Source: an optimization exercise on an open RTL-to-GDS flow (aim: small area, a short achievable clock period and few clock cycles). Production flows keep margins and buffers that such runs may drop.
RTL that was checked went through simulation tests only; none was proved equivalent to the original.
No functional check of the RTL was part of runs 1 and 2.
Power and IR drop assume default switching activity.

**flow/flow/run.sh**
```bash
#!/bin/bash
# Standard layout, with the port buffers made from the smallest plain buffer, a clock tree
# of clkbuf_8 buffers without dummy loads, and timing repair aiming for 5.7 ns of setup slack
# (a 3.3 ns period) at the design's 9 ns clock.
set -euo pipefail
export BUFFER_PORTS_ARGS="-buffer_cell sky130_fd_sc_hd__buf_1"
export CTS_ARGS="-sink_clustering_enable -repair_clock_nets -dont_use_dummy_load -buf_list {sky130_fd_sc_hd__clkbuf_8}"
export SETUP_SLACK_MARGIN=5.7
bash standard.sh > standard_flow.log 2>&1
```
**flow/standard.sh**
```bash
#!/bin/bash
# synth_recipe.tcl (not shown) runs the flow's synth.tcl, then flattens the netlist and writes it again
# the make line also repeats each setting of config.mk as NAME=value (left out here)
make -C /OpenROAD-flow-scripts/flow DESIGN_CONFIG=/design/flow/config.mk WORK_HOME=/design/flow/orfs CLKGATE_MAP_FILE= SYNTH_SCRIPT=/design/flow/synth_recipe.tcl "${@:-finish}"
```
**flow/config.mk**
```make
export PLATFORM = sky130hd
export DESIGN_NAME = conv_rescaler
export DESIGN_NICKNAME = conv_rescaler
export VERILOG_FILES = /design/flow/design.v
export SDC_FILE = /design/flow/constraint.sdc
export NUM_CORES = 4
export LEC_CHECK = 0
export ABC_CLOCK_PERIOD_IN_PS = 3500
export CAP_MARGIN = 20
export CORE_MARGIN = 2
export CORE_UTILIZATION = 40
export SLEW_MARGIN = 20
```
**flow/constraint.sdc**
```tcl
create_clock -name core_clock -period 9.0 [get_ports {clock}]
set_input_delay 1.8000 -clock core_clock [delete_from_list [all_inputs] [get_ports {clock}]]
set_output_delay 1.8000 -clock core_clock [all_outputs]
set_load 0.01 [all_outputs]
```
**flow/design.v**
```verilog
module conv_rescaler #(
    parameter int NB_PIXEL = 19,
    parameter int NB_COUNT = 32,
    parameter int NB_OUT   = 8,
    parameter int NB_FRAC  = 16
) (
    input  logic                clock,
    input  logic                reset,
    input  logic                i_extremesValid,
    input  logic [NB_PIXEL-1:0] i_maxValue,
    input  logic [NB_PIXEL-1:0] i_minValue,
    input  logic [NB_COUNT-1:0] i_imageSize,
    input  logic                i_valid,
    input  logic [NB_PIXEL-1:0] i_convValue,
    output logic                o_ready,
    output logic [NB_OUT-1:0]   o_pixel,
    output logic                o_valid,
    output logic                o_endSignal
);
    localparam int NB_R     = NB_PIXEL;
    localparam int NB_SCALE = NB_OUT + NB_FRAC;           
    localparam int ND       = (NB_R + 2) / 2;             
    localparam int LC       = 10;                         
    localparam logic [NB_SCALE-1:0] DIVIDEND = {{NB_OUT{1'b1}}, {NB_FRAC{1'b0}}};
    logic                 busy_q, init_q, prep_q, div_q, run_q;
    logic                 init_d, prep_d, div_d, run_d;
    logic                 v0_q, l0_q, v1_q, l1_q, v2_q, l2_q, v3_q, e3_q;
    logic [NB_PIXEL:0]    c_q;        
    logic [NB_PIXEL-1:0]  min_q, max_q;
    logic                 gt_q;       
    logic                 lt_q;       
    logic                 rneg_q;     
    logic [NB_R-1:0]      range_q;
    logic [NB_COUNT-1:0]  count_q;    
    logic [NB_SCALE-1:0]  scale_q;
    logic [3*ND-2:0]      bd_q;       
    logic [NB_SCALE-1:LC] psa_q, psb_q, psc_q;
    logic                 pc1_q, pc2_q;
    logic [NB_OUT-1:0]    pixel_q;
    logic idle, accept, last_acc, lone_end, start;
    logic [NB_PIXEL:0]    delta;      
    logic                 d_neg, d_big, span_ok;   
    logic [NB_R-1:0]      d_clamp;
    logic [NB_R+1:0]      dx;         
    logic [ND-1:0]        b_one, b_two, b_neg;
    logic [NB_R-1:0]      rem_next;
    logic                 q_bit, dbit_next;
    logic [NB_R-1:0]      lead;       
    logic [NB_R-1:0]      rem_init;
    logic [NB_SCALE:0]    ra, rb, rc;
    logic [LC-1:0]        lo_s, lo_c;
    logic                 lo_co;
    logic [NB_SCALE-LC-1:0] hi_s, hi_c, hi_sum;
    logic [NB_COUNT-1:0]  count_dec;
    logic [NB_R:0]        dsum;
    logic                 dsub_c, gt, lt, lt_co;
    assign idle     = !busy_q;
    assign accept   = i_valid && run_q;
    assign last_acc = accept && (count_q == NB_COUNT'(1));
    assign start    = idle && i_extremesValid;
    assign lone_end = start && (i_imageSize == '0);
    cr_adds #(NB_PIXEL + 1) u_delta (
        .a(c_q), .b(~{min_q[NB_PIXEL-1], min_q}), .ci(1'b1),
        .s(delta), .co());
    assign d_neg   = lt_q;
    assign span_ok = !rneg_q && (range_q != '0);
    cr_cmp #(NB_PIXEL) u_gt (
        .a({~i_convValue[NB_PIXEL-1], i_convValue[NB_PIXEL-2:0]}),
        .b(~{~max_q[NB_PIXEL-1], max_q[NB_PIXEL-2:0]}), .ci(1'b0), .co(gt));
    assign d_big = gt_q;
    cr_cmp #(NB_PIXEL) u_lt (
        .a({~i_convValue[NB_PIXEL-1], i_convValue[NB_PIXEL-2:0]}),
        .b(~{~min_q[NB_PIXEL-1], min_q[NB_PIXEL-2:0]}), .ci(1'b1), .co(lt_co));
    assign lt = !lt_co;
    always_comb begin
        d_clamp = delta[NB_R-1:0];
        if (d_neg)
            d_clamp = '0;
        else if (d_big)
            d_clamp = range_q;
    end
    assign dx = {1'b0, d_clamp, 1'b0};
    always_comb begin
        for (int r = 0; r < ND; r++) begin
            b_one[r] = dx[2*r+1] ^ dx[2*r];
            b_two[r] = (dx[2*r+2] && !dx[2*r+1] && !dx[2*r]) || (!dx[2*r+2] && dx[2*r+1] && dx[2*r]);
            b_neg[r] = dx[2*r+2];
        end
    end
    always_comb begin
        for (int i = 0; i < NB_R; i++) begin
            lead[i] = range_q[i];
            for (int j = i + 1; j < NB_R; j++)
                if (range_q[j]) lead[i] = 1'b0;
        end
        for (int i = 0; i < NB_R; i++) begin
            rem_init[i] = 1'b0;
            for (int j = i + 1; j <= i + NB_OUT && j < NB_R; j++)
                rem_init[i] = rem_init[i] | lead[j];
        end
    end
    cr_adds #(NB_R + 1) u_div (.a(c_q), .b(~{1'b0, range_q}), .ci(1'b1), .s(dsum), .co(dsub_c));
    assign q_bit     = dsub_c;
    assign rem_next  = q_bit ? dsum[NB_R-1:0] : c_q[NB_R-1:0];
    assign dbit_next = (scale_q[NB_SCALE-2:NB_OUT-1] == '0);
    cr_add #(NB_COUNT) u_cnt (.a(count_q), .b('1), .ci(1'b0), .s(count_dec), .co());
    cr_mul u_mul (.a(scale_q), .one(bd_q[ND-1:0]), .two(bd_q[2*ND-1:ND]),
                  .neg({1'b0, bd_q[3*ND-2:2*ND]}), .ra(ra), .rb(rb), .rc(rc));
    assign lo_s = ra[LC-1:0] ^ rb[LC-1:0] ^ rc[LC-1:0];
    assign lo_c = (ra[LC-1:0] & rb[LC-1:0]) | (ra[LC-1:0] & rc[LC-1:0]) | (rb[LC-1:0] & rc[LC-1:0]);
    cr_cmp #(LC) u_lo (.a(lo_s), .b({lo_c[LC-2:0], 1'b0}), .ci(1'b0), .co(lo_co));
    assign hi_s = psa_q ^ psb_q ^ psc_q;
    assign hi_c = (psa_q & psb_q) | (psa_q & psc_q) | (psb_q & psc_q);
    cr_adds #(NB_SCALE - LC) u_hi (.a(hi_s), .b({hi_c[NB_SCALE-LC-2:0], pc1_q}), .ci(pc2_q), .s(hi_sum), .co());
    assign init_d = start && !lone_end;
    assign prep_d = init_q;
    assign div_d  = (prep_q && span_ok) || (div_q && !scale_q[NB_SCALE-1]);
    assign run_d  = (prep_q && !span_ok) || (div_q && scale_q[NB_SCALE-1]) || (run_q && !last_acc);
    always_ff @(posedge clock or negedge reset) begin
        if (!reset) begin
            busy_q <= 1'b0;
            init_q <= 1'b0;
            prep_q <= 1'b0;
            div_q  <= 1'b0;
            run_q  <= 1'b0;
            v0_q   <= 1'b0;
            l0_q   <= 1'b0;
            v1_q   <= 1'b0;
            l1_q   <= 1'b0;
            v2_q   <= 1'b0;
            l2_q   <= 1'b0;
            v3_q   <= 1'b0;
            e3_q   <= 1'b0;
        end else begin
            busy_q <= init_d || prep_d || div_d || run_d;
            init_q <= init_d;
            prep_q <= prep_d;
            div_q  <= div_d;
            run_q  <= run_d;
            v0_q   <= accept;
            l0_q   <= last_acc;
            v1_q   <= v0_q;
            l1_q   <= l0_q;
            v2_q   <= v1_q;
            l2_q   <= v1_q && l1_q;
            v3_q   <= v2_q;
            e3_q   <= l2_q || lone_end;
        end
    end
    always_ff @(posedge clock) begin
        if (idle)
            c_q <= {i_maxValue[NB_PIXEL-1], i_maxValue};
        else if (prep_q)
            c_q <= {rem_init, (lead[NB_R-1:NB_OUT] == '0)};
        else if (div_q)
            c_q <= {rem_next, dbit_next};
        else
            c_q <= {i_convValue[NB_PIXEL-1], i_convValue};
        if (idle) begin
            min_q   <= i_minValue;
            max_q   <= i_maxValue;
            count_q <= i_imageSize;
        end else if (accept) begin
            count_q <= count_dec;
        end
        if (init_q)
            range_q <= delta[NB_R-1:0];
        if (prep_q)
            scale_q <= span_ok ? NB_SCALE'(lead) : '0;
        else if (div_q)
            scale_q <= {scale_q[NB_SCALE-2:0], q_bit};
        bd_q <= {b_neg[ND-2:0], b_two, b_one};
        gt_q <= gt;
        lt_q <= lt;
        if (init_q)
            rneg_q <= delta[NB_PIXEL];
        psa_q   <= ra[NB_SCALE-1:LC];
        psb_q   <= rb[NB_SCALE-1:LC];
        psc_q   <= rc[NB_SCALE-1:LC];
        pc1_q   <= lo_c[LC-1];
        pc2_q   <= lo_co;
        pixel_q <= hi_sum[NB_SCALE-LC-1:NB_FRAC-LC];
    end
    assign o_ready     = run_q;
    assign o_pixel     = pixel_q;
    assign o_valid     = v3_q;
    assign o_endSignal = e3_q;
endmodule
module cr_add #(
    parameter int W = 8
) (
    input  logic [W-1:0] a,
    input  logic [W-1:0] b,
    input  logic         ci,
    output logic [W-1:0] s,
    output logic         co
);
    localparam int L = $clog2(W + 1);
    localparam int N = 1 << L;
    logic [N-1:0] g, p, x;
    always_comb begin
        x = '0;
        g = '0;
        p = '0;
        x[W-1:0] = a ^ b;
        g[W-1:0] = a & b;
        p[W-1:0] = x[W-1:0];
        g[0] = g[0] | (p[0] & ci);
        for (int d = 0; d < L; d++)
            for (int i = (2 << d) - 1; i < N; i += (2 << d)) begin
                g[i] = g[i] | (p[i] & g[i - (1 << d)]);
                p[i] = p[i] & p[i - (1 << d)];
            end
        for (int d = L - 2; d >= 0; d--)
            for (int i = 3 * (1 << d) - 1; i < N; i += (2 << d)) begin
                g[i] = g[i] | (p[i] & g[i - (1 << d)]);
                p[i] = p[i] & p[i - (1 << d)];
            end
        s[0] = x[0] ^ ci;
        for (int i = 1; i < W; i++)
            s[i] = x[i] ^ g[i - 1];
        co = g[W - 1];
    end
endmodule
module cr_adds #(
    parameter int W = 8
) (
    input  logic [W-1:0] a,
    input  logic [W-1:0] b,
    input  logic         ci,
    output logic [W-1:0] s,
    output logic         co
);
    localparam int L = $clog2(W + 1);
    localparam int N = 1 << L;
    logic [N-1:0] g, p, x;
    always_comb begin
        x = '0;
        g = '0;
        p = '0;
        x[W-1:0] = a ^ b;
        g[W-1:0] = a & b;
        p[W-1:0] = x[W-1:0];
        g[0] = g[0] | (p[0] & ci);
        for (int d = 0; d < L; d++)
            for (int i = 0; i < N; i++)
                if ((i >> d) & 1) begin
                    g[i] = g[i] | (p[i] & g[((i >> d) << d) - 1]);
                    p[i] = p[i] & p[((i >> d) << d) - 1];
                end
        s[0] = x[0] ^ ci;
        for (int i = 1; i < W; i++)
            s[i] = x[i] ^ g[i - 1];
        co = g[W - 1];
    end
endmodule
module cr_cmp #(
    parameter int W = 8
) (
    input  logic [W-1:0] a,
    input  logic [W-1:0] b,
    input  logic         ci,
    output logic         co
);
    localparam int L = $clog2(W + 1);
    localparam int N = 1 << L;
    logic [N-1:0] g, p;
    always_comb begin
        g = '0;
        p = '0;
        g[W-1:0] = a & b;
        p[W-1:0] = a | b;
        g[0] = g[0] | (p[0] & ci);
        for (int d = 0; d < L; d++)
            for (int i = (2 << d) - 1; i < N; i += (2 << d)) begin
                g[i] = g[i] | (p[i] & g[i - (1 << d)]);
                p[i] = p[i] & p[i - (1 << d)];
            end
        for (int d = L - 2; d >= 0; d--)
            for (int i = 3 * (1 << d) - 1; i < N; i += (2 << d)) begin
                g[i] = g[i] | (p[i] & g[i - (1 << d)]);
                p[i] = p[i] & p[i - (1 << d)];
            end
        co = g[W - 1];
    end
endmodule
module cr_mul (input logic [23:0] a, input logic [9:0] one, input logic [9:0] two, input logic [9:0] neg, output logic [24:0] ra, output logic [24:0] rb, output logic [24:0] rc);
wire pp1;
wire pp2;
wire pp3;
wire pp4;
wire pp5;
wire pp6;
wire pp7;
wire pp8;
wire pp9;
wire pp10;
wire pp11;
wire pp12;
wire pp13;
wire pp14;
wire pp15;
wire pp16;
wire pp17;
wire pp18;
wire pp19;
wire pp20;
wire pp21;
wire pp22;
wire pp23;
wire pp24;
wire pp25;
wire pp26;
wire pp27;
wire pp28;
wire pp29;
wire pp30;
wire pp31;
wire pp32;
wire pp33;
wire pp34;
wire pp35;
wire pp36;
wire pp37;
wire pp38;
wire pp39;
wire pp40;
wire pp41;
wire pp42;
wire pp43;
wire pp44;
wire pp45;
wire pp46;
wire pp47;
wire pp48;
wire pp49;
wire pp50;
wire pp51;
wire pp52;
wire pp53;
wire pp54;
wire pp55;
wire pp56;
wire pp57;
wire pp58;
wire pp59;
wire pp60;
wire pp61;
wire pp62;
wire pp63;
wire pp64;
wire pp65;
wire pp66;
wire pp67;
wire pp68;
wire pp69;
wire pp70;
wire pp71;
wire pp72;
wire pp73;
wire pp74;
wire pp75;
wire pp76;
wire pp77;
wire pp78;
wire pp79;
wire pp80;
wire pp81;
wire pp82;
wire pp83;
wire pp84;
wire pp85;
wire pp86;
wire pp87;
wire pp88;
wire pp89;
wire pp90;
wire pp91;
wire pp92;
wire pp93;
wire pp94;
wire pp95;
wire pp96;
wire pp97;
wire pp98;
wire pp99;
wire pp100;
wire pp101;
wire pp102;
wire pp103;
wire pp104;
wire pp105;
wire pp106;
wire pp107;
wire pp108;
wire pp109;
wire pp110;
wire pp111;
wire pp112;
wire pp113;
wire pp114;
wire pp115;
wire pp116;
wire pp117;
wire pp118;
wire pp119;
wire pp120;
wire pp121;
wire pp122;
wire pp123;
wire pp124;
wire pp125;
wire pp126;
wire pp127;
wire pp128;
wire pp129;
wire pp130;
wire pp131;
wire pp132;
wire pp133;
wire pp134;
wire pp135;
wire pp136;
wire pp137;
wire pp138;
wire pp139;
wire pp140;
wire pp141;
wire pp142;
wire pp143;
wire pp144;
wire pp145;
wire pp146;
wire pp147;
wire pp148;
wire pp149;
wire pp150;
wire pp151;
wire pp152;
wire pp153;
wire pp154;
wire pp155;
wire pp156;
wire pp157;
wire pp158;
wire pp159;
wire pp160;
wire s161;
wire c162;
wire s163;
wire c164;
wire s165;
wire c166;
wire s167;
wire c168;
wire s169;
wire c170;
wire s171;
wire c172;
wire s173;
wire c174;
wire s175;
wire c176;
wire s177;
wire c178;
wire s179;
wire c180;
wire s181;
wire c182;
wire s183;
wire c184;
wire s185;
wire c186;
wire s187;
wire c188;
wire s189;
wire c190;
wire s191;
wire c192;
wire s193;
wire c194;
wire s195;
wire c196;
wire s197;
wire c198;
wire s199;
wire c200;
wire s201;
wire c202;
wire s203;
wire c204;
wire s205;
wire c206;
wire s207;
wire c208;
wire s209;
wire c210;
wire s211;
wire c212;
wire s213;
wire c214;
wire s215;
wire c216;
wire s217;
wire c218;
wire s219;
wire c220;
wire s221;
wire c222;
wire s223;
wire c224;
wire s225;
wire c226;
wire s227;
wire c228;
wire s229;
wire c230;
wire s231;
wire c232;
wire s233;
wire c234;
wire s235;
wire c236;
wire s237;
wire c238;
wire s239;
wire c240;
wire s241;
wire c242;
wire s243;
wire c244;
wire s245;
wire c246;
wire s247;
wire c248;
wire s249;
wire c250;
wire s251;
wire c252;
wire s253;
wire c254;
wire s255;
wire c256;
wire s257;
wire c258;
wire s259;
wire c260;
wire s261;
wire c262;
wire s263;
wire c264;
wire s265;
wire c266;
wire s267;
wire c268;
wire s269;
wire c270;
wire s271;
wire c272;
wire s273;
wire c274;
wire s275;
wire c276;
wire s277;
wire c278;
wire s279;
wire c280;
wire s281;
wire c282;
wire s283;
wire c284;
wire s285;
wire c286;
wire s287;
wire c288;
wire s289;
wire c290;
wire s291;
wire c292;
wire s293;
wire c294;
wire s295;
wire c296;
wire s297;
wire c298;
wire s299;
wire c300;
wire s301;
wire c302;
wire s303;
wire c304;
wire s305;
wire c306;
wire s307;
wire c308;
wire s309;
wire c310;
wire s311;
wire c312;
wire s313;
wire c314;
wire s315;
wire c316;
wire s317;
wire c318;
wire s319;
wire c320;
wire s321;
wire c322;
wire s323;
wire c324;
wire s325;
wire c326;
wire s327;
wire c328;
wire s329;
wire c330;
wire s331;
wire c332;
wire s333;
wire c334;
wire s335;
wire c336;
wire s337;
wire c338;
wire s339;
wire c340;
wire s341;
wire c342;
wire s343;
wire c344;
wire s345;
wire c346;
wire s347;
wire c348;
wire s349;
wire c350;
wire s351;
wire c352;
wire s353;
wire c354;
wire s355;
wire c356;
wire x357;
wire x358;
wire x359;
wire x360;
wire x361;
wire x362;
wire x363;
wire x364;
wire x365;
wire x366;
wire x367;
wire x368;
wire x369;
wire x370;
assign pp1 = ((one[0] & a[0])) ^ neg[0];
assign pp2 = ((one[0] & a[1]) | (two[0] & a[0])) ^ neg[0];
assign pp3 = ((one[0] & a[2]) | (two[0] & a[1])) ^ neg[0];
assign pp4 = ((one[0] & a[3]) | (two[0] & a[2])) ^ neg[0];
assign pp5 = ((one[0] & a[4]) | (two[0] & a[3])) ^ neg[0];
assign pp6 = ((one[0] & a[5]) | (two[0] & a[4])) ^ neg[0];
assign pp7 = ((one[0] & a[6]) | (two[0] & a[5])) ^ neg[0];
assign pp8 = ((one[0] & a[7]) | (two[0] & a[6])) ^ neg[0];
assign pp9 = ((one[0] & a[8]) | (two[0] & a[7])) ^ neg[0];
assign pp10 = ((one[0] & a[9]) | (two[0] & a[8])) ^ neg[0];
assign pp11 = ((one[0] & a[10]) | (two[0] & a[9])) ^ neg[0];
assign pp12 = ((one[0] & a[11]) | (two[0] & a[10])) ^ neg[0];
assign pp13 = ((one[0] & a[12]) | (two[0] & a[11])) ^ neg[0];
assign pp14 = ((one[0] & a[13]) | (two[0] & a[12])) ^ neg[0];
assign pp15 = ((one[0] & a[14]) | (two[0] & a[13])) ^ neg[0];
assign pp16 = ((one[0] & a[15]) | (two[0] & a[14])) ^ neg[0];
assign pp17 = ((one[0] & a[16]) | (two[0] & a[15])) ^ neg[0];
assign pp18 = ((one[0] & a[17]) | (two[0] & a[16])) ^ neg[0];
assign pp19 = ((one[0] & a[18]) | (two[0] & a[17])) ^ neg[0];
assign pp20 = ((one[0] & a[19]) | (two[0] & a[18])) ^ neg[0];
assign pp21 = ((one[0] & a[20]) | (two[0] & a[19])) ^ neg[0];
assign pp22 = ((one[0] & a[21]) | (two[0] & a[20])) ^ neg[0];
assign pp23 = ((one[0] & a[22]) | (two[0] & a[21])) ^ neg[0];
assign pp24 = ((one[0] & a[23]) | (two[0] & a[22])) ^ neg[0];
assign pp25 = ((two[0] & a[23])) ^ neg[0];
assign pp26 = ((one[1] & a[0])) ^ neg[1];
assign pp27 = ((one[1] & a[1]) | (two[1] & a[0])) ^ neg[1];
assign pp28 = ((one[1] & a[2]) | (two[1] & a[1])) ^ neg[1];
assign pp29 = ((one[1] & a[3]) | (two[1] & a[2])) ^ neg[1];
assign pp30 = ((one[1] & a[4]) | (two[1] & a[3])) ^ neg[1];
assign pp31 = ((one[1] & a[5]) | (two[1] & a[4])) ^ neg[1];
assign pp32 = ((one[1] & a[6]) | (two[1] & a[5])) ^ neg[1];
assign pp33 = ((one[1] & a[7]) | (two[1] & a[6])) ^ neg[1];
assign pp34 = ((one[1] & a[8]) | (two[1] & a[7])) ^ neg[1];
assign pp35 = ((one[1] & a[9]) | (two[1] & a[8])) ^ neg[1];
assign pp36 = ((one[1] & a[10]) | (two[1] & a[9])) ^ neg[1];
assign pp37 = ((one[1] & a[11]) | (two[1] & a[10])) ^ neg[1];
assign pp38 = ((one[1] & a[12]) | (two[1] & a[11])) ^ neg[1];
assign pp39 = ((one[1] & a[13]) | (two[1] & a[12])) ^ neg[1];
assign pp40 = ((one[1] & a[14]) | (two[1] & a[13])) ^ neg[1];
assign pp41 = ((one[1] & a[15]) | (two[1] & a[14])) ^ neg[1];
assign pp42 = ((one[1] & a[16]) | (two[1] & a[15])) ^ neg[1];
assign pp43 = ((one[1] & a[17]) | (two[1] & a[16])) ^ neg[1];
assign pp44 = ((one[1] & a[18]) | (two[1] & a[17])) ^ neg[1];
assign pp45 = ((one[1] & a[19]) | (two[1] & a[18])) ^ neg[1];
assign pp46 = ((one[1] & a[20]) | (two[1] & a[19])) ^ neg[1];
assign pp47 = ((one[1] & a[21]) | (two[1] & a[20])) ^ neg[1];
assign pp48 = ((one[1] & a[22]) | (two[1] & a[21])) ^ neg[1];
assign pp49 = ((one[2] & a[0])) ^ neg[2];
assign pp50 = ((one[2] & a[1]) | (two[2] & a[0])) ^ neg[2];
assign pp51 = ((one[2] & a[2]) | (two[2] & a[1])) ^ neg[2];
assign pp52 = ((one[2] & a[3]) | (two[2] & a[2])) ^ neg[2];
assign pp53 = ((one[2] & a[4]) | (two[2] & a[3])) ^ neg[2];
assign pp54 = ((one[2] & a[5]) | (two[2] & a[4])) ^ neg[2];
assign pp55 = ((one[2] & a[6]) | (two[2] & a[5])) ^ neg[2];
assign pp56 = ((one[2] & a[7]) | (two[2] & a[6])) ^ neg[2];
assign pp57 = ((one[2] & a[8]) | (two[2] & a[7])) ^ neg[2];
assign pp58 = ((one[2] & a[9]) | (two[2] & a[8])) ^ neg[2];
assign pp59 = ((one[2] & a[10]) | (two[2] & a[9])) ^ neg[2];
assign pp60 = ((one[2] & a[11]) | (two[2] & a[10])) ^ neg[2];
assign pp61 = ((one[2] & a[12]) | (two[2] & a[11])) ^ neg[2];
assign pp62 = ((one[2] & a[13]) | (two[2] & a[12])) ^ neg[2];
assign pp63 = ((one[2] & a[14]) | (two[2] & a[13])) ^ neg[2];
assign pp64 = ((one[2] & a[15]) | (two[2] & a[14])) ^ neg[2];
assign pp65 = ((one[2] & a[16]) | (two[2] & a[15])) ^ neg[2];
assign pp66 = ((one[2] & a[17]) | (two[2] & a[16])) ^ neg[2];
assign pp67 = ((one[2] & a[18]) | (two[2] & a[17])) ^ neg[2];
assign pp68 = ((one[2] & a[19]) | (two[2] & a[18])) ^ neg[2];
assign pp69 = ((one[2] & a[20]) | (two[2] & a[19])) ^ neg[2];
assign pp70 = ((one[3] & a[0])) ^ neg[3];
assign pp71 = ((one[3] & a[1]) | (two[3] & a[0])) ^ neg[3];
assign pp72 = ((one[3] & a[2]) | (two[3] & a[1])) ^ neg[3];
assign pp73 = ((one[3] & a[3]) | (two[3] & a[2])) ^ neg[3];
assign pp74 = ((one[3] & a[4]) | (two[3] & a[3])) ^ neg[3];
assign pp75 = ((one[3] & a[5]) | (two[3] & a[4])) ^ neg[3];
assign pp76 = ((one[3] & a[6]) | (two[3] & a[5])) ^ neg[3];
assign pp77 = ((one[3] & a[7]) | (two[3] & a[6])) ^ neg[3];
assign pp78 = ((one[3] & a[8]) | (two[3] & a[7])) ^ neg[3];
assign pp79 = ((one[3] & a[9]) | (two[3] & a[8])) ^ neg[3];
assign pp80 = ((one[3] & a[10]) | (two[3] & a[9])) ^ neg[3];
assign pp81 = ((one[3] & a[11]) | (two[3] & a[10])) ^ neg[3];
assign pp82 = ((one[3] & a[12]) | (two[3] & a[11])) ^ neg[3];
assign pp83 = ((one[3] & a[13]) | (two[3] & a[12])) ^ neg[3];
assign pp84 = ((one[3] & a[14]) | (two[3] & a[13])) ^ neg[3];
assign pp85 = ((one[3] & a[15]) | (two[3] & a[14])) ^ neg[3];
assign pp86 = ((one[3] & a[16]) | (two[3] & a[15])) ^ neg[3];
assign pp87 = ((one[3] & a[17]) | (two[3] & a[16])) ^ neg[3];
assign pp88 = ((one[3] & a[18]) | (two[3] & a[17])) ^ neg[3];
assign pp89 = ((one[4] & a[0])) ^ neg[4];
assign pp90 = ((one[4] & a[1]) | (two[4] & a[0])) ^ neg[4];
assign pp91 = ((one[4] & a[2]) | (two[4] & a[1])) ^ neg[4];
assign pp92 = ((one[4] & a[3]) | (two[4] & a[2])) ^ neg[4];
assign pp93 = ((one[4] & a[4]) | (two[4] & a[3])) ^ neg[4];
assign pp94 = ((one[4] & a[5]) | (two[4] & a[4])) ^ neg[4];
assign pp95 = ((one[4] & a[6]) | (two[4] & a[5])) ^ neg[4];
assign pp96 = ((one[4] & a[7]) | (two[4] & a[6])) ^ neg[4];
assign pp97 = ((one[4] & a[8]) | (two[4] & a[7])) ^ neg[4];
assign pp98 = ((one[4] & a[9]) | (two[4] & a[8])) ^ neg[4];
assign pp99 = ((one[4] & a[10]) | (two[4] & a[9])) ^ neg[4];
assign pp100 = ((one[4] & a[11]) | (two[4] & a[10])) ^ neg[4];
assign pp101 = ((one[4] & a[12]) | (two[4] & a[11])) ^ neg[4];
assign pp102 = ((one[4] & a[13]) | (two[4] & a[12])) ^ neg[4];
assign pp103 = ((one[4] & a[14]) | (two[4] & a[13])) ^ neg[4];
assign pp104 = ((one[4] & a[15]) | (two[4] & a[14])) ^ neg[4];
assign pp105 = ((one[4] & a[16]) | (two[4] & a[15])) ^ neg[4];
assign pp106 = ((one[5] & a[0])) ^ neg[5];
assign pp107 = ((one[5] & a[1]) | (two[5] & a[0])) ^ neg[5];
assign pp108 = ((one[5] & a[2]) | (two[5] & a[1])) ^ neg[5];
assign pp109 = ((one[5] & a[3]) | (two[5] & a[2])) ^ neg[5];
assign pp110 = ((one[5] & a[4]) | (two[5] & a[3])) ^ neg[5];
assign pp111 = ((one[5] & a[5]) | (two[5] & a[4])) ^ neg[5];
assign pp112 = ((one[5] & a[6]) | (two[5] & a[5])) ^ neg[5];
assign pp113 = ((one[5] & a[7]) | (two[5] & a[6])) ^ neg[5];
assign pp114 = ((one[5] & a[8]) | (two[5] & a[7])) ^ neg[5];
assign pp115 = ((one[5] & a[9]) | (two[5] & a[8])) ^ neg[5];
assign pp116 = ((one[5] & a[10]) | (two[5] & a[9])) ^ neg[5];
assign pp117 = ((one[5] & a[11]) | (two[5] & a[10])) ^ neg[5];
assign pp118 = ((one[5] & a[12]) | (two[5] & a[11])) ^ neg[5];
assign pp119 = ((one[5] & a[13]) | (two[5] & a[12])) ^ neg[5];
assign pp120 = ((one[5] & a[14]) | (two[5] & a[13])) ^ neg[5];
assign pp121 = ((one[6] & a[0])) ^ neg[6];
assign pp122 = ((one[6] & a[1]) | (two[6] & a[0])) ^ neg[6];
assign pp123 = ((one[6] & a[2]) | (two[6] & a[1])) ^ neg[6];
assign pp124 = ((one[6] & a[3]) | (two[6] & a[2])) ^ neg[6];
assign pp125 = ((one[6] & a[4]) | (two[6] & a[3])) ^ neg[6];
assign pp126 = ((one[6] & a[5]) | (two[6] & a[4])) ^ neg[6];
assign pp127 = ((one[6] & a[6]) | (two[6] & a[5])) ^ neg[6];
assign pp128 = ((one[6] & a[7]) | (two[6] & a[6])) ^ neg[6];
assign pp129 = ((one[6] & a[8]) | (two[6] & a[7])) ^ neg[6];
assign pp130 = ((one[6] & a[9]) | (two[6] & a[8])) ^ neg[6];
assign pp131 = ((one[6] & a[10]) | (two[6] & a[9])) ^ neg[6];
assign pp132 = ((one[6] & a[11]) | (two[6] & a[10])) ^ neg[6];
assign pp133 = ((one[6] & a[12]) | (two[6] & a[11])) ^ neg[6];
assign pp134 = ((one[7] & a[0])) ^ neg[7];
assign pp135 = ((one[7] & a[1]) | (two[7] & a[0])) ^ neg[7];
assign pp136 = ((one[7] & a[2]) | (two[7] & a[1])) ^ neg[7];
assign pp137 = ((one[7] & a[3]) | (two[7] & a[2])) ^ neg[7];
assign pp138 = ((one[7] & a[4]) | (two[7] & a[3])) ^ neg[7];
assign pp139 = ((one[7] & a[5]) | (two[7] & a[4])) ^ neg[7];
assign pp140 = ((one[7] & a[6]) | (two[7] & a[5])) ^ neg[7];
assign pp141 = ((one[7] & a[7]) | (two[7] & a[6])) ^ neg[7];
assign pp142 = ((one[7] & a[8]) | (two[7] & a[7])) ^ neg[7];
assign pp143 = ((one[7] & a[9]) | (two[7] & a[8])) ^ neg[7];
assign pp144 = ((one[7] & a[10]) | (two[7] & a[9])) ^ neg[7];
assign pp145 = ((one[8] & a[0])) ^ neg[8];
assign pp146 = ((one[8] & a[1]) | (two[8] & a[0])) ^ neg[8];
assign pp147 = ((one[8] & a[2]) | (two[8] & a[1])) ^ neg[8];
assign pp148 = ((one[8] & a[3]) | (two[8] & a[2])) ^ neg[8];
assign pp149 = ((one[8] & a[4]) | (two[8] & a[3])) ^ neg[8];
assign pp150 = ((one[8] & a[5]) | (two[8] & a[4])) ^ neg[8];
assign pp151 = ((one[8] & a[6]) | (two[8] & a[5])) ^ neg[8];
assign pp152 = ((one[8] & a[7]) | (two[8] & a[6])) ^ neg[8];
assign pp153 = ((one[8] & a[8]) | (two[8] & a[7])) ^ neg[8];
assign pp154 = (one[9] & a[0]);
assign pp155 = (one[9] & a[1]) | (two[9] & a[0]);
assign pp156 = (one[9] & a[2]) | (two[9] & a[1]);
assign pp157 = (one[9] & a[3]) | (two[9] & a[2]);
assign pp158 = (one[9] & a[4]) | (two[9] & a[3]);
assign pp159 = (one[9] & a[5]) | (two[9] & a[4]);
assign pp160 = (one[9] & a[6]) | (two[9] & a[5]);
assign s161 = pp17 ^ pp40;
assign c162 = pp17 & pp40;
assign s163 = pp18 ^ pp41;
assign c164 = pp18 & pp41;
assign s165 = pp19 ^ pp42 ^ pp63;
assign c166 = (pp19 & pp42) | (pp19 & pp63) | (pp42 & pp63);
assign s167 = pp20 ^ pp43 ^ pp64;
assign c168 = (pp20 & pp43) | (pp20 & pp64) | (pp43 & pp64);
assign s169 = pp21 ^ pp44 ^ pp65;
assign c170 = (pp21 & pp44) | (pp21 & pp65) | (pp44 & pp65);
assign s171 = pp22 ^ pp45 ^ pp66;
assign c172 = (pp22 & pp45) | (pp22 & pp66) | (pp45 & pp66);
assign s173 = pp23 ^ pp46 ^ pp67;
assign c174 = (pp23 & pp46) | (pp23 & pp67) | (pp46 & pp67);
assign s175 = pp24 ^ pp47 ^ pp68;
assign c176 = (pp24 & pp47) | (pp24 & pp68) | (pp47 & pp68);
assign s177 = pp11 ^ pp34;
assign c178 = pp11 & pp34;
assign s179 = pp12 ^ pp35;
assign c180 = pp12 & pp35;
assign s181 = pp13 ^ pp36 ^ pp57;
assign c182 = (pp13 & pp36) | (pp13 & pp57) | (pp36 & pp57);
assign s183 = pp76 ^ pp93;
assign c184 = pp76 & pp93;
assign s185 = pp14 ^ pp37 ^ pp58;
assign c186 = (pp14 & pp37) | (pp14 & pp58) | (pp37 & pp58);
assign s187 = pp77 ^ pp94;
assign c188 = pp77 & pp94;
assign s189 = pp15 ^ pp38 ^ pp59;
assign c190 = (pp15 & pp38) | (pp15 & pp59) | (pp38 & pp59);
assign s191 = pp78 ^ pp95 ^ pp110;
assign c192 = (pp78 & pp95) | (pp78 & pp110) | (pp95 & pp110);
assign s193 = pp123 ^ pp134;
assign c194 = pp123 & pp134;
assign s195 = pp16 ^ pp39 ^ pp60;
assign c196 = (pp16 & pp39) | (pp16 & pp60) | (pp39 & pp60);
assign s197 = pp79 ^ pp96 ^ pp111;
assign c198 = (pp79 & pp96) | (pp79 & pp111) | (pp96 & pp111);
assign s199 = pp124 ^ pp135;
assign c200 = pp124 & pp135;
assign s201 = pp61 ^ pp80 ^ pp97;
assign c202 = (pp61 & pp80) | (pp61 & pp97) | (pp80 & pp97);
assign s203 = pp112 ^ pp125 ^ pp136;
assign c204 = (pp112 & pp125) | (pp112 & pp136) | (pp125 & pp136);
assign s205 = pp145 ^ neg[8] ^ s161;
assign c206 = (pp145 & neg[8]) | (pp145 & s161) | (neg[8] & s161);
assign s207 = pp62 ^ pp81 ^ pp98;
assign c208 = (pp62 & pp81) | (pp62 & pp98) | (pp81 & pp98);
assign s209 = pp113 ^ pp126 ^ pp137;
assign c210 = (pp113 & pp126) | (pp113 & pp137) | (pp126 & pp137);
assign s211 = pp146 ^ s163 ^ c162;
assign c212 = (pp146 & s163) | (pp146 & c162) | (s163 & c162);
assign s213 = pp82 ^ pp99 ^ pp114;
assign c214 = (pp82 & pp99) | (pp82 & pp114) | (pp99 & pp114);
assign s215 = pp127 ^ pp138 ^ pp147;
assign c216 = (pp127 & pp138) | (pp127 & pp147) | (pp138 & pp147);
assign s217 = pp154 ^ s165 ^ c164;
assign c218 = (pp154 & s165) | (pp154 & c164) | (s165 & c164);
assign s219 = pp83 ^ pp100 ^ pp115;
assign c220 = (pp83 & pp100) | (pp83 & pp115) | (pp100 & pp115);
assign s221 = pp128 ^ pp139 ^ pp148;
assign c222 = (pp128 & pp139) | (pp128 & pp148) | (pp139 & pp148);
assign s223 = pp155 ^ s167 ^ c166;
assign c224 = (pp155 & s167) | (pp155 & c166) | (s167 & c166);
assign s225 = pp84 ^ pp101 ^ pp116;
assign c226 = (pp84 & pp101) | (pp84 & pp116) | (pp101 & pp116);
assign s227 = pp129 ^ pp140 ^ pp149;
assign c228 = (pp129 & pp140) | (pp129 & pp149) | (pp140 & pp149);
assign s229 = pp156 ^ s169 ^ c168;
assign c230 = (pp156 & s169) | (pp156 & c168) | (s169 & c168);
assign s231 = pp85 ^ pp102 ^ pp117;
assign c232 = (pp85 & pp102) | (pp85 & pp117) | (pp102 & pp117);
assign s233 = pp130 ^ pp141 ^ pp150;
assign c234 = (pp130 & pp141) | (pp130 & pp150) | (pp141 & pp150);
assign s235 = pp157 ^ s171 ^ c170;
assign c236 = (pp157 & s171) | (pp157 & c170) | (s171 & c170);
assign s237 = pp86 ^ pp103 ^ pp118;
assign c238 = (pp86 & pp103) | (pp86 & pp118) | (pp103 & pp118);
assign s239 = pp131 ^ pp142 ^ pp151;
assign c240 = (pp131 & pp142) | (pp131 & pp151) | (pp142 & pp151);
assign s241 = pp158 ^ s173 ^ c172;
assign c242 = (pp158 & s173) | (pp158 & c172) | (s173 & c172);
assign s243 = pp87 ^ pp104 ^ pp119;
assign c244 = (pp87 & pp104) | (pp87 & pp119) | (pp104 & pp119);
assign s245 = pp132 ^ pp143 ^ pp152;
assign c246 = (pp132 & pp143) | (pp132 & pp152) | (pp143 & pp152);
assign s247 = pp159 ^ s175 ^ c174;
assign c248 = (pp159 & s175) | (pp159 & c174) | (s175 & c174);
assign s249 = pp7 ^ pp30;
assign c250 = pp7 & pp30;
assign s251 = pp8 ^ pp31;
assign c252 = pp8 & pp31;
assign s253 = pp9 ^ pp32 ^ pp53;
assign c254 = (pp9 & pp32) | (pp9 & pp53) | (pp32 & pp53);
assign s255 = pp72 ^ pp89;
assign c256 = pp72 & pp89;
assign s257 = pp10 ^ pp33 ^ pp54;
assign c258 = (pp10 & pp33) | (pp10 & pp54) | (pp33 & pp54);
assign s259 = pp73 ^ pp90;
assign c260 = pp73 & pp90;
assign s261 = pp55 ^ pp74 ^ pp91;
assign c262 = (pp55 & pp74) | (pp55 & pp91) | (pp74 & pp91);
assign s263 = pp106 ^ neg[5] ^ s177;
assign c264 = (pp106 & neg[5]) | (pp106 & s177) | (neg[5] & s177);
assign s265 = pp56 ^ pp75 ^ pp92;
assign c266 = (pp56 & pp75) | (pp56 & pp92) | (pp75 & pp92);
assign s267 = pp107 ^ s179 ^ c178;
assign c268 = (pp107 & s179) | (pp107 & c178) | (s179 & c178);
assign s269 = pp108 ^ pp121 ^ neg[6];
assign c270 = (pp108 & pp121) | (pp108 & neg[6]) | (pp121 & neg[6]);
assign s271 = s181 ^ s183 ^ c180;
assign c272 = (s181 & s183) | (s181 & c180) | (s183 & c180);
assign s273 = pp109 ^ pp122 ^ s185;
assign c274 = (pp109 & pp122) | (pp109 & s185) | (pp122 & s185);
assign s275 = s187 ^ c182 ^ c184;
assign c276 = (s187 & c182) | (s187 & c184) | (c182 & c184);
assign s277 = neg[7] ^ s189 ^ s191;
assign c278 = (neg[7] & s189) | (neg[7] & s191) | (s189 & s191);
assign s279 = s193 ^ c186 ^ c188;
assign c280 = (s193 & c186) | (s193 & c188) | (c186 & c188);
assign s281 = s195 ^ s197 ^ s199;
assign c282 = (s195 & s197) | (s195 & s199) | (s197 & s199);
assign s283 = c190 ^ c192 ^ c194;
assign c284 = (c190 & c192) | (c190 & c194) | (c192 & c194);
assign s285 = s201 ^ s203 ^ s205;
assign c286 = (s201 & s203) | (s201 & s205) | (s203 & s205);
assign s287 = c196 ^ c198 ^ c200;
assign c288 = (c196 & c198) | (c196 & c200) | (c198 & c200);
assign s289 = s207 ^ s209 ^ s211;
assign c290 = (s207 & s209) | (s207 & s211) | (s209 & s211);
assign s291 = c202 ^ c204 ^ c206;
assign c292 = (c202 & c204) | (c202 & c206) | (c204 & c206);
assign s293 = s213 ^ s215 ^ s217;
assign c294 = (s213 & s215) | (s213 & s217) | (s215 & s217);
assign s295 = c208 ^ c210 ^ c212;
assign c296 = (c208 & c210) | (c208 & c212) | (c210 & c212);
assign s297 = s219 ^ s221 ^ s223;
assign c298 = (s219 & s221) | (s219 & s223) | (s221 & s223);
assign s299 = c214 ^ c216 ^ c218;
assign c300 = (c214 & c216) | (c214 & c218) | (c216 & c218);
assign s301 = s225 ^ s227 ^ s229;
assign c302 = (s225 & s227) | (s225 & s229) | (s227 & s229);
assign s303 = c220 ^ c222 ^ c224;
assign c304 = (c220 & c222) | (c220 & c224) | (c222 & c224);
assign s305 = s231 ^ s233 ^ s235;
assign c306 = (s231 & s233) | (s231 & s235) | (s233 & s235);
assign s307 = c226 ^ c228 ^ c230;
assign c308 = (c226 & c228) | (c226 & c230) | (c228 & c230);
assign s309 = s237 ^ s239 ^ s241;
assign c310 = (s237 & s239) | (s237 & s241) | (s239 & s241);
assign s311 = c232 ^ c234 ^ c236;
assign c312 = (c232 & c234) | (c232 & c236) | (c234 & c236);
assign s313 = s243 ^ s245 ^ s247;
assign c314 = (s243 & s245) | (s243 & s247) | (s245 & s247);
assign s315 = c238 ^ c240 ^ c242;
assign c316 = (c238 & c240) | (c238 & c242) | (c240 & c242);
assign s317 = pp5 ^ pp28;
assign c318 = pp5 & pp28;
assign s319 = pp6 ^ pp29;
assign c320 = pp6 & pp29;
assign s321 = pp51 ^ pp70 ^ neg[3];
assign c322 = (pp51 & pp70) | (pp51 & neg[3]) | (pp70 & neg[3]);
assign s323 = pp52 ^ pp71 ^ s251;
assign c324 = (pp52 & pp71) | (pp52 & s251) | (pp71 & s251);
assign s325 = neg[4] ^ s253 ^ s255;
assign c326 = (neg[4] & s253) | (neg[4] & s255) | (s253 & s255);
assign s327 = s257 ^ s259 ^ c254;
assign c328 = (s257 & s259) | (s257 & c254) | (s259 & c254);
assign s329 = s261 ^ s263 ^ c258;
assign c330 = (s261 & s263) | (s261 & c258) | (s263 & c258);
assign s331 = s265 ^ s267 ^ c262;
assign c332 = (s265 & s267) | (s265 & c262) | (s267 & c262);
assign s333 = s269 ^ s271 ^ c266;
assign c334 = (s269 & s271) | (s269 & c266) | (s271 & c266);
assign s335 = s273 ^ s275 ^ c270;
assign c336 = (s273 & s275) | (s273 & c270) | (s275 & c270);
assign s337 = s277 ^ s279 ^ c274;
assign c338 = (s277 & s279) | (s277 & c274) | (s279 & c274);
assign s339 = s281 ^ s283 ^ c278;
assign c340 = (s281 & s283) | (s281 & c278) | (s283 & c278);
assign s341 = s285 ^ s287 ^ c282;
assign c342 = (s285 & s287) | (s285 & c282) | (s287 & c282);
assign s343 = s289 ^ s291 ^ c286;
assign c344 = (s289 & s291) | (s289 & c286) | (s291 & c286);
assign s345 = s293 ^ s295 ^ c290;
assign c346 = (s293 & s295) | (s293 & c290) | (s295 & c290);
assign s347 = s297 ^ s299 ^ c294;
assign c348 = (s297 & s299) | (s297 & c294) | (s299 & c294);
assign s349 = s301 ^ s303 ^ c298;
assign c350 = (s301 & s303) | (s301 & c298) | (s303 & c298);
assign s351 = s305 ^ s307 ^ c302;
assign c352 = (s305 & s307) | (s305 & c302) | (s307 & c302);
assign s353 = s309 ^ s311 ^ c306;
assign c354 = (s309 & s311) | (s309 & c306) | (s311 & c306);
assign s355 = s313 ^ s315 ^ c310;
assign c356 = (s313 & s315) | (s313 & c310) | (s315 & c310);
assign x357 = pp25 ^ pp48;
assign x358 = pp69 ^ pp88;
assign x359 = pp105 ^ pp120;
assign x360 = pp133 ^ pp144;
assign x361 = pp153 ^ pp160;
assign x362 = x357 ^ x358;
assign x363 = x359 ^ x360;
assign x364 = x361 ^ x362;
assign x365 = x363 ^ c176;
assign x366 = c244 ^ c246;
assign x367 = x364 ^ x365;
assign x368 = x366 ^ x367;
assign x369 = c248 ^ x368;
assign x370 = x369 ^ c314;
assign ra = {c316, c312, c308, c304, c300, c296, c292, c288, c284, c280, c276, c272, c268, c264, c260, c256, c252, c250, s249, pp50, pp49, pp4, pp3, pp2, pp1};
assign rb = {x370, s355, s353, s351, s349, s347, s345, s343, s341, s339, s337, s335, s333, s331, s329, s327, s325, s323, s321, s319, neg[2], pp27, pp26, 1'b0, neg[0]};
assign rc = {c356, c354, c352, c350, c348, c346, c344, c342, c340, c338, c336, c334, c332, c330, c328, c326, c324, c322, c320, c318, s317, 1'b0, neg[1], 1'b0, 1'b0};
endmodule
```
==> flow_summary.ini, run 1 <==
[worst_setup_path]
criticalPathCategory = reg -> reg
crit_top_cell = nor2_1
startpoint = min_q[0]
end_kind = flop
cp_slowest_stage_delay_ns = 0.46
cp_top_family = compound AO/OA/AOI/OAI gates
path_depth = 16
r2r_cells = 16
regToRegSetupSlack_ns = 5.69
crit_chain = ha_1, inv_1, fa_2, a211oi_2, o21ai_2, a31o_2, a21o_1, a31oi_4, nor2b_1, nor2_1, fa_2, nor2_1, a21oi_1, nor2_1, buf_4, xnor2_1
critPathLaunchType = flop
timing.rr.start = min_q[0]
cp_slowest_cell = fa_2
cp.arrival_ns = 3.72
reg2reg_to = bd_q[8]
path_buf_inv = 2
crit_required_ns = 9.41
crit_path_end = bd_q[8]
path_max_fanout = 4

[clock_tree]
clk_latency_ns = 0.61
clk_pin_slew_ns = 0.05
cts-root-buf = clkbuf_8
cts_tree = done
cts_sinks = 230
cts_inserted_buffers = 43
clock_tree.buffer_depth = 3
cts_max_level = 2

[sta]
finalClockSkew_ns = 0.0858
worst_pin_slew_ns = 0.960
hold_violations = 0
min_period_over_period_pct = 36.7
period_needed_ns = 3.31
fin_setup_tns_ns = 0
drv_slew = 0
grt_setup_unrepaired = yes
timing.slew.headroom_pct = 36.0
setup_ws_ns = 5.69
finalSetupViolations = 0
fmax_mhz = 303
whs_ns = 0.343

[power]
peakVddDrop_uv = 134
leakage_uw = 0.00736
p_per_area_nw_per_um2 = 199

[routing]
drt-total-wl_um = 43400
drt_iter0_markers = 989
wl_per_cell_um = 18.7
drc = 0
dr.pass1.iters = 6
dr_total_vias = 12800
vias_per_cell = 5.53
ant_nets = 0

[grt]
grt_pass1_wl_um = 69200
antenna_found_initial = 0
grt_overflow = 0
grt_pass1_vias = 12900
grt_util_all_layers_pct = 20.1
grt_max_degree = 75

[floorplan]
ios = 104
rows = 74
chipWidth_um = 207
dieArea_um2 = 43000
initial_core_util_pct = 40.6
dieHeight_um = 207
design.core.area_um2 = 40800

[worst_hold_path]
min_path_type = reg -> reg

[synthesis]
synthDistinctLibCells = 70
synth_area_leaders = edfxtp_1 (21%), dfxtp_1 (12%), fa_1 (12%)
synth_edf_count = 114
synthMostInstantiatedCell = inv_1
syn_inst = 1661
ys_seq_area_share_pct = 35.1
yosysWarnings = 6
synth_top_cell_area_share_pct = 20.7
synth_nets = 1938
async_reset_ff_share_pct = 5.65
syn_avg_cell_area_um2 = 9.97
ys.flop_type = edfxtp_1
synth_seq_cells = 230
synth_largest_area_cell = edfxtp_1
synthTopCellsByCount = inv_1 (167), a22oi_1 (144), xnor2_1 (139)
syn_area_um2 = 16600

[cells_and_area]
filler_cell_count = 3925
antennaDiodeCount = 0
drive_gt1_share_pct = 10.4
syn_to_final_growth_pct = 12.2
fin_nets = 2063
fin_util_pct = 45.5

[placed_design]
gp_congestion = 0.865
io_buffers = 103
dp.final_hpwl_um = 31100
place_ws_ns = 5.23

[status]
status = complete, no violations

[job]
cap_violations = 0
## metal layers
layer  part of all wire, %  track usage [%]
met2                    46             32.4
met1                    44             26.6
met5                     0                0
met4                   3.6             7.78
met3                   6.3             3.89
## per-stage QoR
stage                     cells  instance area, um^2  total power, uW
after floorplan            1661                16600             2530
after global placement     2211                17400             2850
after detailed placement   2211                17400             2900
after CTS                  2276                18200             3750
after global routing       2316                18600             4050
final                      2316                18600             3690
## state kept, by name, summed over array words and instances (netlist names), 8 cells and up
register / cells
bd_q: 29
c_q: 20
count_q: 32
max_q: 19
min_q: 19
pixel_q: 8
psa_q: 14
psb_q: 14
psc_q: 14
range_q: 19
scale_q: 24
## kinds of logic (layout without fill, tap and decap cells)
logic type | count (synthesis) | count (layout) | share of synthesized area (%)
fa+ha+maj | 203 | 203 | 19.7
flops | 230 | 230 | 35.1
compound gates | 402 | 402 | 16.5
simple gates | 309 | 309 | 9.21
buf+inv | 274 | 397 | 6.28
xor+xnor | 208 | 208 | 11.0
mux | 35 | 35 | 2.21
## cells in the final DEF (no fill, tap or decap), types with 9 or more instances in the layout
master and count:
inv_1 166, a22oi_1 137, xnor2_1 136, edfxtp_1 114, buf_1 103, fa_1 98, dfxtp_1 95, nor2_1 82
ha_1 82, o21ai_0 78, buf_4 74, nand2_1 70, xor2_1 68, a21oi_1 57, clkbuf_8 43, nor3_1 24
nor4_1 24, mux2i_1 23, nor2b_1 20, nand3_1 19, nand4_1 16, maj3_1 15, a31oi_1 14, nand2b_1 14
a21o_1 13, mux2_2 12, dfrtp_1 12, o211ai_1 9, o22ai_1 9, o21ai_1 9
## final cells by class
| type | instances | area [um^2] | area share [%] |
|---|---|---|---|
| Multi-Input combinational cell | 1157 | 9820 | 52.9 |
| Inverter | 170 | 638 | 3.44 |
| Timing Repair Buffer | 184 | 1020 | 5.51 |
| Clock buffer | 43 | 592 | 3.19 |
| Tap cell | 532 | 666 | 3.58 |
| Sequential cell | 230 | 5840 | 31.4 |
## timing repair
action                     in CTS  in global routing
pin swaps                       4                 22
hold buffers                    0                  0
resized for setup              11                 31
setup endpoints to repair      23                 18
setup buffers                  22                 40
## worst reg2reg max path, stage by stage, from the launching register on
cell	delay, ns
edfxtp_1	0.37
ha_1	0.15
inv_1	0.05
fa_2	0.35
a211oi_2	0.29
o21ai_2	0.13
a31o_2	0.24
a21o_1	0.22
a31oi_4	0.17
nor2b_1	0.07
nor2_1	0.15
fa_2	0.46
nor2_1	0.10
a21oi_1	0.06
nor2_1	0.13
buf_4	0.13
xnor2_1	0.05
## power breakdown
group | internal, uW | switching [uW] | leakage [uW] | total (uW)
clock | 418 | 403 | 0.000309 | 821
sequential | 1260 | 113 | 0.00205 | 1380
combinational | 712 | 779 | 0.00500 | 1490
## worst min path at each step
| stage | from | endpoint | slack (ns) | cells after the start |
|---|---|---|---|---|
| finish | l0_q | l1_q | 0.34 | 0 |
| CTS | l0_q | l1_q | 0.35 | 0 |
| floorplan | l0_q | l1_q | 0.33 | 0 |
| global route | l0_q | l1_q | 0.35 | 0 |
| global placement | v0_q | v1_q | 0.33 | 0 |
| detailed placement | l0_q | l1_q | 0.34 | 0 |
==> run 2: changes to the inputs <==
==> flow/flow/run.sh (replaced) <==
#!/bin/bash
# Standard layout, with the port buffers made from the smallest plain buffer, a clock tree
# of clkbuf_8 buffers without dummy loads, and timing repair aiming for 5.8 ns of setup slack
# (a 3.2 ns period) at the design's 9 ns clock.
set -euo pipefail
export BUFFER_PORTS_ARGS="-buffer_cell sky130_fd_sc_hd__buf_1"
export CTS_ARGS="-sink_clustering_enable -repair_clock_nets -dont_use_dummy_load -buf_list {sky130_fd_sc_hd__clkbuf_8}"
export SETUP_SLACK_MARGIN=5.8
bash standard.sh > standard_flow.log 2>&1
==> flow_summary.ini, run 2 <==
[clock_tree]
cts_tree = done
cts_sinks = 230
cts_inserted_buffers = 43
cts-root-buf = clkbuf_8
cts_max_level = 2
ctsHoldBuffers = 0
clk_pin_slew_ns = 0.05
clk_latency_ns = 0.61
clock_tree.buffer_depth = 3

[worst_setup_path]
reg2reg_to = psb_q[18]
r2r_cells = 9
critPathLaunchType = flop
crit_required_ns = 9.45
regToRegSetupSlack_ns = 5.64
end_kind = flop
path_buf_inv = 3
path_max_fanout = 4
crit_top_cell = fa_2
cp.arrival_ns = 3.81
timing.rr.start = scale_q[18]
cp_slowest_cell = fa_2
crit_chain = buf_6, buf_6, a22oi_2, xor2_2, fa_2, fa_2, inv_2, fa_2, fa_2
criticalPathCategory = reg -> reg
cp_top_family = adder cells
cp_slowest_stage_delay_ns = 0.54

[cells_and_area]
largest-register = count_q
final_cell_mix = inv_1 (163), xnor2_1 (138), a22oi_1 (130)
filler_cell_count = 3897
multi_input_area_um2 = 9980
layout_commonest_cell = inv_1
largest_register_ffs = 32
fin_nets = 2067
fin_util_pct = 46.0
final_cells = 2320
drive_gt1_share_pct = 12.8
top_regs = count_q x32, bd_q x29, scale_q x24
syn_to_final_growth_pct = 13.5
antennaDiodeCount = 0
register_area_um2 = 5840

[grt]
grt_util_all_layers_pct = 20.2
grt_pass1_vias = 13100
antenna_found_initial = 0
grt_pass1_wl_um = 70100
grt_overflow = 0
grt_max_degree = 82

[synthesis]
synthDistinctLibCells = 70
synth_nets = 1938
synth_top_cell_area_share_pct = 20.7
syn_area_um2 = 16600
synth_edf_count = 114
ys_seq_area_share_pct = 35.1
async_reset_ff_share_pct = 5.65
synth_seq_cells = 230
syn_avg_cell_area_um2 = 9.97
ys.flop_type = edfxtp_1
synth_largest_area_cell = edfxtp_1
synthTopCellsByCount = inv_1 (167), a22oi_1 (144), xnor2_1 (139)
syn_inst = 1661
synthMostInstantiatedCell = inv_1
yosysWarnings = 6
synth_area_leaders = edfxtp_1 (21%), dfxtp_1 (12%), fa_1 (12%)

[power]
power_uw = 3710
peakVddDrop_uv = 99.9
p_per_area_nw_per_um2 = 197
leakage_uw = 0.00739

[sta]
min_period_over_period_pct = 37.3
finalClockSkew_ns = 0.0817
fmax_mhz = 298
finalSetupViolations = 0
drv_slew = 0
grt_setup_unrepaired = yes
fin_setup_tns_ns = 0
setup_ws_ns = 5.64
timing.slew.headroom_pct = 37.6
hold_violations = 0
period_needed_ns = 3.36
worst_pin_slew_ns = 0.936

[routing]
drt_iter0_markers = 955
vias_per_cell = 5.53
drt-total-wl_um = 44200
dr_total_vias = 12800
ant_nets = 0
dr.pass1.iters = 7
wl_per_cell_um = 19.0
drc = 0

[floorplan]
design.core.area_um2 = 40800
ios = 104
initial_core_util_pct = 40.6
dieArea_um2 = 43000
chipWidth_um = 207
rows = 74
dieHeight_um = 207

[placed_design]
dp.final_hpwl_um = 30800
io_buffers = 103
place_ws_ns = 5.22
place_inst = 2211
gp_congestion = 0.858

[status]
status = complete, no violations

[worst_hold_path]
whs_path_depth = 0
min_path_type = reg -> reg
worstHoldStart = l0_q
min_to = l1_q

[job]
cap_violations = 0
[run 2: cell type report]
cell class | count | area share [%]
multi-input combinational | 1157 | 53.1
tap | 532 | 3.54
clock buffer | 43 | 3.15
inverter | 170 | 3.40
timing repair buffer | 188 | 5.74
sequential | 230 | 31.1
[run 2: where the power goes]
part	switching [uW]	leakage [uW]	internal (uW)
Clock	396	0.000309	418
Combinational	790	0.00503	727
Sequential	111	0.00205	1260
[run 2: worst max-delay path by stage]
stage / from / end / slack [ns] / cells after the start
finish: scale_q[18] / psb_q[18] / 5.64 / 9
global route: min_q[0] / bd_q[18] / 5.60 / 16
CTS: scale_q[17] / psb_q[21] / 5.77 / 8
detailed placement: i_convValue[3] / gt_q / 5.22 / 9
global placement: i_convValue[3] / gt_q / 5.24 / 9
floorplan: i_convValue[13] / lt_q / 5.56 / 8
[run 2: repair_timing]
action | in CTS | in global routing
pin swaps | 23 | 35
buffers inserted | 47 | 19
gates resized for setup | 32 | 56
endpoints found under the setup margin | 36 | 21
[run 2: metrics by stage]
step	area, um^2	hold WS [ns]
CTS	18400	0.346
finish	18800	0.343
global route	18800	0.351
global placement	17400	0.333
detailed placement	17400	0.336
floorplan	16600	0.331
[run 2: logic make-up after synthesis]
group	Yosys count	synth area share (%)
XOR/XNOR	208	11.0
buffers and inverters	274	6.28
adder cells (fa/ha/maj)	203	19.7
AND/OR/NAND/NOR	309	9.21
AO/OA/AOI/OAI	402	16.5
flip-flops	230	35.1
multiplexers	35	2.21
[run 2: routing by layer]
layer / vias up / GRT usage (%) / wire, um
met5: - / 0 / 0
met3: 112 / 3.33 / 2800
met2: 470 / 32.7 / 20500
li1: 6074 / - / -
met4: 0 / 8.20 / 1540
met1: 6182 / 27.0 / 19400
==> run 3: changes to the inputs <==
--- a/flow/design.v
+++ b/flow/design.v
@@ -54,5 +54,5 @@
     logic [NB_COUNT-1:0]  count_dec;
     logic [NB_R:0]        dsum;
-    logic                 dsub_c, gt, lt, lt_co;
+    logic                 dsub_c, gt, lt;
     assign idle     = !busy_q;
     assign accept   = i_valid && run_q;
@@ -70,7 +70,6 @@
     assign d_big = gt_q;
     cr_cmp #(NB_PIXEL) u_lt (
-        .a({~i_convValue[NB_PIXEL-1], i_convValue[NB_PIXEL-2:0]}),
-        .b(~{~min_q[NB_PIXEL-1], min_q[NB_PIXEL-2:0]}), .ci(1'b1), .co(lt_co));
-    assign lt = !lt_co;
+        .a({~min_q[NB_PIXEL-1], min_q[NB_PIXEL-2:0]}),
+        .b(~{~i_convValue[NB_PIXEL-1], i_convValue[NB_PIXEL-2:0]}), .ci(1'b0), .co(lt));
     always_comb begin
         d_clamp = delta[NB_R-1:0];
==> flow/flow/run.sh (replaced) <==
#!/bin/bash
# Standard layout, with the port buffers made from the smallest plain buffer, a clock tree
# of clkbuf_16 buffers each driving a cluster of up to 25 flip-flops, without dummy loads,
# and timing repair aiming for 5.8 ns of setup slack (a 3.2 ns period) at the design's 9 ns clock.
set -euo pipefail
export BUFFER_PORTS_ARGS="-buffer_cell sky130_fd_sc_hd__buf_1"
export CTS_ARGS="-sink_clustering_enable -repair_clock_nets -dont_use_dummy_load -buf_list {sky130_fd_sc_hd__clkbuf_16} -sink_clustering_size 25 -sink_clustering_max_diameter 80"
export SETUP_SLACK_MARGIN=5.8
bash standard.sh > standard_flow.log 2>&1
==> flow_summary.ini, run 3 <==
[worst_setup_path]
criticalPathCategory = reg -> reg
timing.rr.start = scale_q[19]
path_max_fanout = 4
regToRegSetupSlack_ns = 5.74
cp.arrival_ns = 3.63
path_buf_inv = 2
critPathLaunchType = flop
crit_required_ns = 9.38
cp_slowest_cell = fa_1
crit_top_cell = fa_1
crit_chain = buf_4, a22oi_1, xor2_1, fa_1, fa_1, inv_1, fa_1, fa_1
cp_slowest_stage_delay_ns = 0.54
cp_top_family = adder cells
reg2reg_to = psb_q[19]
end_kind = flop
r2r_cells = 8

[clock_tree]
cts-root-buf = clkbuf_16
clk_pin_slew_ns = 0.09
cts_max_level = 1
cts_sinks = 230
cts_inserted_buffers = 18
cts_tree = done
clock_tree.buffer_depth = 3
clk_latency_ns = 0.55
ctsHoldBuffers = 0

[worst_hold_path]
min_path_type = reg -> reg
worstHoldStart = v0_q
min_to = v1_q
whs_path_depth = 0

[routing]
drc = 0
drt_iter0_markers = 1056
vias_per_cell = 5.68
drt-total-wl_um = 46200
ant_nets = 0
wl_per_cell_um = 20.2
dr.pass1.iters = 5
dr_total_vias = 13000

[sta]
finalSetupViolations = 0
worst_pin_slew_ns = 0.972
period_needed_ns = 3.26
min_period_over_period_pct = 36.2
drv_slew = 0
finalClockSkew_ns = 0.0925
grt_setup_unrepaired = yes
whs_ns = 0.354
hold_violations = 0
timing.slew.headroom_pct = 35.1
fmax_mhz = 307
fin_setup_tns_ns = 0

[placed_design]
io_buffers = 103
gp_congestion = 0.919
dp.final_hpwl_um = 32000

[synthesis]
synthDistinctLibCells = 72
synth_xor_area_share_pct = 11.0
synth_area_leaders = edfxtp_1 (21%), dfxtp_1 (12%), fa_1 (12%)
ys.flop_type = edfxtp_1
muxShareOfSynthArea_pct = 2.04
synth_top_cell_area_share_pct = 20.7
ys_seq_area_share_pct = 35.1
synthTopCellsByCount = inv_1 (162), a22oi_1 (148), xnor2_1 (134)
synth_compound_area_share_pct = 16.7
async_reset_ff_share_pct = 5.65
yosysWarnings = 6
synth_seq_cells = 230
synth_edf_count = 114
synth_nets = 1934
synth_largest_area_cell = edfxtp_1
synthMostInstantiatedCell = inv_1
synth_adder_area_share_pct = 19.7
synth-simple-area-share_pct = 9.12
syn_avg_cell_area_um2 = 9.98
syn_area_um2 = 16500
synth_top_family_by_area = adder cells
syn_inst = 1657

[status]
status = complete, no violations

[cells_and_area]
layout_commonest_cell = inv_1
final_cell_mix = inv_1 (158), a22oi_1 (133), xnor2_1 (132)
antennaDiodeCount = 0
top_regs = count_q x32, bd_q x29, scale_q x24
syn_to_final_growth_pct = 12.4
largest-register = count_q
fin_nets = 2027
largest_register_ffs = 32
drive_gt1_share_pct = 10.9

[power]
leakage_uw = 0.00718
p_per_area_nw_per_um2 = 200
peakVddDrop_uv = 156

[grt]
grt_most_used_layer = met2
met2_usage_pct = 33.6
antenna_found_initial = 0
grt_util_all_layers_pct = 21.0
grt_max_degree = 60
grt_pass1_vias = 13100
grtUsageMet3_pct = 3.51
grt_overflow = 0
grtUsageMet1_pct = 28.4
grt_pass1_wl_um = 72700

[job]
cap_violations = 0

[floorplan]
dieHeight_um = 207
dieArea_um2 = 43000
ios = 104
design.core.area_um2 = 40800
chipWidth_um = 207
rows = 74
initial_core_util_pct = 40.5
[run 3: repair_timing]
action / in CTS / in global routing
cloned: 2 / 1
pin swaps: 12 / 39
buffers inserted: 32 / 26
gates resized for setup: 31 / 51
endpoints found under the setup margin: 40 / 39
[run 3: kinds of logic after synthesis]
| group | count (synthesis) |
|---|---|
| xor gates and xnor gates | 208 |
| DFF | 230 |
| AOI/OAI and AO/OA | 398 |
| buffers and inverters | 272 |
| and+or+nand+nor | 313 |
| muxes | 33 |
| adders and majority gates | 203 |
[run 3: per-layer routing]
layer	share of wire [%]	vias to the layer above
met5	0	-
met4	4.4	0
met3	7.1	118
met2	46	573
met1	43	6251
li1	-	6011
[run 3: worst max-delay path by stage]
stage | start | end | slack (ns) | depth (start not counted)
after CTS | scale_q[18] | psb_q[19] | 5.80 | 7
final | scale_q[19] | psb_q[19] | 5.74 | 8
after global routing | scale_q[19] | psb_q[19] | 5.65 | 8
after detailed placement | c_q[0] | bd_q[18] | 5.32 | 16
after floorplan | i_convValue[13] | lt_q | 5.67 | 8
after global placement | i_convValue[0] | lt_q | 5.35 | 9
[run 3: metrics by stage]
stage / total power [uW] / utilization [%] / setup WS, ns / cell area (um^2) / cells
3_3_place_gp: 2940 / 42.4 / 5.35 / 17300 / 2201
2_1_floorplan: 2600 / - / 5.67 / 16600 / 1657
5_1_grt: 4060 / 45.5 / 5.65 / 18600 / 2280
3_5_place_dp: 2990 / 42.4 / 5.32 / 17300 / 2201
4_1_cts: 3720 / 44.4 / 5.80 / 18100 / 2253
6_report: 3710 / 45.5 / 5.74 / 18600 / 2280
[run 3: layout make-up]
type,instances,area (um^2)
inverters,165,619
well taps,532,666
repair buffers,177,982
clock buffers,18,450
multi-input cells,1158,10000
flip-flops and latches,230,5850
fillers,3842,22300
[run 3: power by group]
part	switching (uW)	total, uW	internal, uW
Clock	364	717	353
Combinational	834	1590	761
Sequential	132	1400	1270
Total	1330	3710	2380
Testbench counts of run 3, summed over its fixed seeds: cycles 20,392.

==> re-timing with driven ports <==
Ports are ideal in the flow. The routed layouts listed here were re-timed in OpenROAD. Step 1, drivers: a clkbuf_16 drives clock and a buf_2 each remaining input, both assumed. Step 2 adds t to the input delays and takes it off the output delays; t is the mean of the earliest and latest rising clock arrival at the registers after step 1. Input paths then give back, and output paths get back, about the clock's delay inside the block. a / b / c = ideal ports / drivers / drivers and shift; a / b = the first two.
run	shift t [ns]	slack for setup (ns)	hold WS [ns]	worst setup path at the end	worst data-port slew with drivers (ns)
run 1	0.618	5.695 / 5.695 / 5.237	0.343 / 0.343 / 0.343	input to register	0.05
run 2	0.625	5.642 / 5.642 / 5.258	0.343 / 0.343 / 0.343	input to register	0.05
run 3	0.554	5.741 / 5.741 / 5.345	0.354 / 0.354 / 0.354	input to register	0.05
After both steps setup and hold are still met in every run listed. For run 1, which loses most, drivers alone change the setup slack by 0.000 ns; drivers and shift together by -0.458 ns.
